This is an optimization exercise on Yosys and OpenROAD, whose aim is small area, a short achievable clock period and few clock cycles per item, not a production implementation.
Only the layout flow was run in this run; the RTL was not checked for function there.
Power is estimated from default activity; no workload was simulated.

File: design/flow/config.mk
export PLATFORM = sky130hd
export DESIGN_NAME = instr_mem_ctrl
export DESIGN_NICKNAME = instr_mem_ctrl
export VERILOG_FILES = /design/flow/design.v
export SDC_FILE = /design/flow/constraint.sdc
export NUM_CORES = 4
export LEC_CHECK = 0
export CAP_MARGIN = 20
export CORE_MARGIN = 2
export CORE_UTILIZATION = 70
export CTS_CLUSTER_DIAMETER = 100
export CTS_CLUSTER_SIZE = 30
export SETUP_SLACK_MARGIN = 2.2
export SLEW_MARGIN = 20
export TNS_END_PERCENT = 100
File: design/flow/constraint.sdc
create_clock -name core_clock -period 4.0 [get_ports {i_clk}]
set_input_delay 0.8000 -clock core_clock [delete_from_list [all_inputs] [get_ports {i_clk}]]
set_output_delay 0.8000 -clock core_clock [all_outputs]
set_load 0.01 [all_outputs]
File: design/flow/design.v
package instr_mem_pkg;
  typedef enum logic {
    CLEAR = 1'b0,
    RUN   = 1'b1
  } state_t;
  localparam int FAULT_W        = 2;
  localparam int FAULT_MISALIGN = 0;
  localparam int FAULT_RANGE    = 1;
endpackage
module instr_mem_array #(
  parameter int XLEN  = 32,
  parameter int DEPTH = 64
) (
  input  logic             i_clk,
  input  logic [DEPTH-1:0] i_we_row,
  input  logic [XLEN-1:0]  i_wdata,
  input  logic [DEPTH-1:0] i_rsel,
  output logic [4*XLEN-1:0] o_rdata      
);
  logic [XLEN-1:0] r_mem [DEPTH];
  always_ff @(posedge i_clk) begin
    for (int i = 0; i < DEPTH; i++) begin
      if (i_we_row[i]) begin
        r_mem[i] <= i_wdata;
      end
    end
  end
  always_comb begin
    for (int g = 0; g < 4; g++) begin
      o_rdata[g*XLEN +: XLEN] = '0;
      for (int i = 0; i < DEPTH / 4; i++) begin
        o_rdata[g*XLEN +: XLEN] = o_rdata[g*XLEN +: XLEN]
                                | (r_mem[g * DEPTH / 4 + i] & {XLEN{i_rsel[g * DEPTH / 4 + i]}});
      end
    end
  end
endmodule
module instr_mem_ctrl #(
  parameter int XLEN   = 32,
  parameter int DEPTH  = 64,
  parameter int ADDR_W = 32,
  localparam int IDX_W = $clog2(DEPTH)
) (
  input  logic               i_clk,
  input  logic               i_rst,
  input  logic               i_clear,
  output logic               o_busy,
  input  logic               i_req_valid,
  output logic               o_req_ready,
  input  logic [ADDR_W-1:0]  i_req_addr,
  output logic               o_rsp_valid,
  input  logic               i_rsp_ready,
  output logic [XLEN-1:0]    o_rsp_instr,
  output logic [instr_mem_pkg::FAULT_W-1:0] o_rsp_fault,
  input  logic               i_wr_en,
  input  logic [ADDR_W-1:0]  i_wr_addr,
  input  logic [XLEN-1:0]    i_wr_data
);
  localparam int RSP_W = XLEN + instr_mem_pkg::FAULT_W;
  localparam int FN    = 4;            
  localparam int CAP   = FN;           
  logic                 r_busy;
  logic                 r_busy_port;
  logic                 r_ready;
  logic [2:0]           r_inflight;    
  logic [DEPTH-1:0]     r_we_row;
  logic [XLEN-1:0]      r_wdata;
  logic                 r_sel_valid;
  logic [DEPTH-1:0]     r_rsel;
  logic [instr_mem_pkg::FAULT_W-1:0] r_sel_fault;
  logic                 r_rd_valid;
  logic [instr_mem_pkg::FAULT_W-1:0] r_rd_fault;
  logic [4*XLEN-1:0]    r_rd;           
  logic                 r_out_valid;
  logic                 r_out_valid_port;
  logic [RSP_W-1:0]     r_out;
  logic [RSP_W-1:0]     r_fifo [FN];
  logic [1:0]           r_head;
  logic [1:0]           r_tail;
  logic [2:0]           r_fifo_cnt;
  logic                 w_req_misalign;
  logic                 w_req_range;
  logic                 w_wr_range;
  logic                 w_wr_go;
  logic                 w_clear_go;
  logic                 w_start;
  logic                 w_busy_next;
  logic                 w_req_fire;
  logic                 w_rsp_fire;
  logic [1:0]           w_head_next;
  logic [2:0]           w_fifo_left;    
  logic [2:0]           w_fifo_cnt_next;
  logic [2:0]           w_inflight_next;
  logic                 w_unused;
  logic [4*XLEN-1:0]    w_rdata;
  logic [RSP_W-1:0]     w_rd;
  assign w_req_misalign = |i_req_addr[1:0];
  assign w_req_range    = |i_req_addr[ADDR_W-1:IDX_W+2];
  assign w_wr_range     = |i_wr_addr[ADDR_W-1:IDX_W+2];
  assign w_unused       = ^i_wr_addr[1:0];
  assign w_clear_go  = !r_busy && i_clear;
  assign w_start     = i_rst || w_clear_go;
  assign w_busy_next = w_start || (r_busy && !r_we_row[DEPTH-1]);
  assign w_wr_go     = i_wr_en && !w_wr_range && !r_busy && !i_clear && !i_rst;
  always_ff @(posedge i_clk) begin
    r_busy      <= w_busy_next;
    r_busy_port <= w_busy_next;
    for (int i = 0; i < DEPTH; i++) begin
      r_we_row[i] <= (w_wr_go && (i_wr_addr[IDX_W+1:2] == IDX_W'(i)))
                   || ((i == 0) ? w_start : (r_busy && !i_rst && r_we_row[(i + DEPTH - 1) % DEPTH]));
    end
    r_wdata <= w_busy_next ? '0 : i_wr_data;
  end
  assign w_req_fire = i_req_valid && r_ready;
  assign w_rsp_fire = r_out_valid && i_rsp_ready;
  always_ff @(posedge i_clk) begin
    r_sel_valid <= w_req_fire && !w_start;
    r_sel_fault <= {w_req_range, w_req_misalign};
    for (int i = 0; i < DEPTH; i++) begin
      r_rsel[i] <= (i_req_addr[IDX_W+1:2] == IDX_W'(i)) && !w_req_misalign && !w_req_range;
    end
    r_rd_valid <= r_sel_valid && !w_start;
    r_rd_fault <= r_sel_fault;
    r_rd       <= w_rdata;
  end
  instr_mem_array #(
    .XLEN  (XLEN),
    .DEPTH (DEPTH)
  ) u_array (
    .i_clk      (i_clk),
    .i_we_row   (r_we_row),
    .i_wdata    (r_wdata),
    .i_rsel     (r_rsel),
    .o_rdata    (w_rdata)
  );
  assign w_rd = {r_rd_fault, r_rd[0 +: XLEN] | r_rd[XLEN +: XLEN] | r_rd[2*XLEN +: XLEN] | r_rd[3*XLEN +: XLEN]};
  assign w_head_next     = r_head + 2'(w_rsp_fire);
  assign w_fifo_left     = r_fifo_cnt - 3'(w_rsp_fire);
  assign w_fifo_cnt_next = w_fifo_left + 3'(r_rd_valid);
  assign w_inflight_next = r_inflight + 3'(w_req_fire) - 3'(w_rsp_fire);
  always_ff @(posedge i_clk) begin
    if (w_start) begin
      r_out_valid      <= 1'b0;
      r_out_valid_port <= 1'b0;
      r_head           <= '0;
      r_tail           <= '0;
      r_fifo_cnt       <= '0;
      r_inflight       <= '0;
      r_ready          <= 1'b0;
    end else begin
      r_out_valid      <= (w_fifo_cnt_next != '0);
      r_out_valid_port <= (w_fifo_cnt_next != '0);
      r_head           <= w_head_next;
      if (r_rd_valid) r_tail <= r_tail + 1'b1;
      r_fifo_cnt       <= w_fifo_cnt_next;
      r_inflight       <= w_inflight_next;
      r_ready          <= !w_busy_next && (w_inflight_next < 3'(CAP));
    end
  end
  always_ff @(posedge i_clk) begin
    r_out <= (w_fifo_left == '0) ? w_rd : r_fifo[w_head_next];
    for (int k = 0; k < FN; k++) begin
      if (r_rd_valid && r_tail == 2'(k)) begin
        r_fifo[k] <= w_rd;
      end
    end
  end
  assign o_busy      = r_busy_port;
  assign o_req_ready = r_ready;
  assign o_rsp_valid = r_out_valid_port;
  assign o_rsp_fault = r_out[XLEN +: instr_mem_pkg::FAULT_W];
  assign o_rsp_instr = r_out[XLEN-1:0];
endmodule
File: design/flow/run.sh
#!/bin/bash
# synth_recipe.tcl (not shown) runs the flow's synth.tcl, then flattens the netlist and writes it again
# the make line also repeats each setting of config.mk as NAME=value (left out here)
make -C /OpenROAD-flow-scripts/flow DESIGN_CONFIG=/design/flow/config.mk WORK_HOME=/design/flow/orfs CLKGATE_MAP_FILE= SYNTH_SCRIPT=/design/flow/synth_recipe.tcl finish
==> results.txt <==
-- layer usage --
metal	share of wire, %	track usage (%)
met3	15	8.59
met2	46	58.6
met4	3.8	12.4
met1	35	57.9
met5	0.069	0
-- logic make-up after synthesis --
family                   after synthesis  share of synthesized area (%)
flip-flops                          2525                           83.8
AO/OA/AOI/OAI                       1092                           10.9
AND/OR/NAND/NOR                      413                           2.61
buffers and inverters                238                           1.09
multiplexers                          69                           1.35
adder cells (fa/ha/maj)               12                          0.182
XOR/XNOR                               6                         0.0608
-- cell usage in the layout, fill, tap and decap left out, types with 30 or more instances in the layout --
cell type / n
buf_12: 30
and2_1: 38
dfxtp_1: 175
edfxtp_1: 2184
mux2_2: 32
dfxtp_2: 131
buf_4: 180
nor2_1: 82
a221oi_2: 54
clkbuf_16: 102
or4_1: 32
a221oi_1: 458
buf_6: 55
clkdlybuf4s50_1: 70
dfxtp_4: 35
a22o_1: 524
nand4_1: 133
mux4_2: 34
nand2_1: 67
clkbuf_1: 75
-- critical path, delay by kind of cell --
family | cells | cell delay, ps
buf+inv | 3 | 590
xor+xnor | 2 | 340
simple gates | 2 | 230
fa+ha+maj | 3 | 780
-- layout make-up --
class | instances | area (um^2) | area share [%]
Antenna cell | 20 | 50.0 | 0.0524
Clock buffer | 172 | 2710 | 2.84
Clock inverter | 5 | 65.1 | 0.0682
Inverter | 11 | 41.3 | 0.0433
Multi-Input combinational cell | 1596 | 13800 | 14.5
Sequential cell | 2525 | 72700 | 76.2
Tap cell | 1625 | 2030 | 2.13
Timing Repair Buffer | 389 | 4030 | 4.22
-- registers in the layout, summed over array words and instances (netlist names) --
signal	cells
r_ready	1
r_wdata	32
r_sel_fault	2
r_out	34
r_rd_valid	1
u_array.r_mem	2048
r_fifo_cnt	3
r_rd	128
r_inflight	3
r_busy_port	1
r_tail	2
r_rsel	64
r_out_valid_port	1
r_rd_fault	2
r_we_row	64
r_fifo	136
r_head	2
r_sel_valid	1
-- stage by stage --
stage,hold slack [ps],util (%),std cells
after floorplan,310,-,4355
after global placement,313,74.0,6053
after detailed placement,323,74.0,6053
after CTS,349,77.3,6291
after global routing,372,78.1,6324
final,367,78.1,6343
-- power groups by stage --
stage               logic, W  clock network, W  registers [W]
floorplan           0.000827                 0         0.0289
global placement     0.00112                 0         0.0289
detailed placement   0.00114                 0         0.0289
CTS                  0.00149            0.0121         0.0283
global route         0.00166            0.0129         0.0283
finish               0.00160            0.0121         0.0283
-- timing repair --
item                                    in CTS  in global routing
gates resized for setup                    382                139
setup buffers                               52                 23
pin swaps                                   36                 44
endpoints found under the setup margin     370                243
gates cloned                                 9                  9
-- path summary, 6_finish.rpt --
check / cells after the start / slack, ps / start / end
worst max-delay path: 10 / 1910 / i_req_valid / r_ready
worst min register to register: 0 / 370 / r_sel_fault[0] / r_rd_fault[0]
worst max register to register: 9 / 1930 / r_out_valid_port / r_out[13]
worst min-delay path: 0 / 370 / r_sel_fault[0] / r_rd_fault[0]
==> impl_metrics.env <==
export IMPL_clockBufferDepth=3
export IMPL_startpoint_type="input port"
export IMPL_powerDensity_nw_per_um2=440
export IMPL_synth_edf_count=2184
export IMPL_fin_skew_ps=40.0
export IMPL_async_flop_share_pct=0
export IMPL_p_sw_w=0.00814
export IMPL_ant_nets=0
export IMPL_maxCapViolCount=0
export IMPL_synthFlopType="edfxtp_1"
export IMPL_crit_top_cell="inv_1"
export IMPL_worstSetupEndpointType="flip-flop"
export IMPL_worst_pin_slew_ps=1040
export IMPL_hold_path_class="reg -> reg"
export IMPL_hold_buffers=0
export IMPL_cts_tree="done"
export IMPL_clock_latency_ps=760
export IMPL_synthToLayoutAreaGrowth_pct=10.5
export IMPL_ys_warn_count=4
export IMPL_yosysUniqueCellTypes=41
export IMPL_grt_first_pass_wirelength_um=336000
export IMPL_worstPathRequired_ps=4650
export IMPL_cp_arrival_ps=2730
export IMPL_setup_ws_ps=1910
export IMPL_run_status="timing/DRC/antenna clean"
export IMPL_switching_share_pct=19.4
export IMPL_avgSynthCellArea_um2=19.8
export IMPL_clkTransAtPathRegs_ps=110
export IMPL_die_x_um=355
export IMPL_synthTopCellsByArea="edfxtp_1, dfxtp_1, a22o_1, a221oi_1, nand4_1"
export IMPL_nets=4731
export IMPL_seqPwrFrac_pct=67.3
export IMPL_hold_viol_final=0
export IMPL_drive_above_1_share_pct=16.2
export IMPL_crit_chain="clkdlybuf4s50_1 -> nand2_2 -> ha_4 -> inv_1 -> ha_2 -> inv_1 -> fa_2 -> xor2_2 -> xnor2_2 -> and2_1"
export IMPL_vias_per_cell=7.60
export IMPL_vdd_ir_drop_max_mv=0.538
export IMPL_synth_top_area_cell="edfxtp_1"
export IMPL_grt_max_degree=65
export IMPL_slew_viol_final=0
export IMPL_crit_slowest_cell="clkdlybuf4s50_1"
export IMPL_yosysMostFrequentCell="edfxtp_1"
export IMPL_grt_pass1_vias=43900
export IMPL_antenna_found_initial=32
export IMPL_syn_area_um2=86400
export IMPL_drt_iter0_drc=8717
export IMPL_seq_area_frac_synth_pct=83.8
export IMPL_slew_headroom_pct=30.5
export IMPL_routedWlPerCell_um=39.2
export IMPL_synthTopCellsByCount="edfxtp_1, a22o_1, a221oi_1"
export IMPL_rsz0062_at_grt="yes"
export IMPL_cpPeakStageDelay_ps=480
export IMPL_min_period_ps=2090
export IMPL_grt_overflow=0
export IMPL_post_route_period_util_pct=52.2
export IMPL_dieArea_um2=126000
export IMPL_cts_made_buffers=94
export IMPL_numPortBuffers=136
export IMPL_num_vias=48200
export IMPL_finalPower_w=0.0420
export IMPL_crit_fanout=2
export IMPL_place_ws_ps=380
export IMPL_comb_power_share_pct=3.8
export IMPL_grt_total_usage_pct=38.8
export IMPL_rows=128
export IMPL_synth_top_cell_area_share_pct=75.9
export IMPL_synth_seq_cells=2525
export IMPL_finalWeightedCongestion=0.863
export IMPL_power_leakage_nw=33.0
export IMPL_critPathKind="in -> reg"
export IMPL_wirelength_um=248000
export IMPL_placed_area_um2=90500
export IMPL_core_um2=122000
export IMPL_initial_core_util_pct=70.7
export IMPL_die_h_um=355
export IMPL_htree_num_levels=3
export IMPL_finish_instance_area_um2=95400
export IMPL_cts_root_buf="clkbuf_16"
export IMPL_cts_sinks=2525
export IMPL_syn_nets=4469
export IMPL_setup_viol=0
export IMPL_clock_fmax_ghz=0.479
export IMPL_synthCells=4355
export IMPL_nFillCells=6423
export IMPL_drc=0
export IMPL_fin_tns_setup_ps=0
export IMPL_p_clk_share_pct=28.9
export IMPL_p_int_w=0.0339
export IMPL_io_pins=139
export IMPL_hpwl_um=134000
export IMPL_drt_first_pass_iters=6

separate check: timing with driven ports:
How much do the figures lean on ideal ports? The routed layout below was timed once more, with nothing changed but the port constraints. Step 1, drivers: a clkbuf_16 drives i_clk and a buf_2 each remaining input, both assumed. Step 2 also shifts input and output timing later by t, the mid clock arrival at the registers, as if the neighbouring blocks saw the same clock. Slacks: ideal ports / drivers / drivers and shift; pairs: ideal ports / drivers.
t (ns): 0.825
setup WS [ns]: 1.912 / 1.851 / 1.140
latest minus earliest clock arrival (ns): 0.041 / 0.041
pins driven straight from the clock port: 1
After both steps this run still meets setup and hold. The setup slack of this run moves by -0.061 ns with the drivers and by -0.772 ns with both steps.
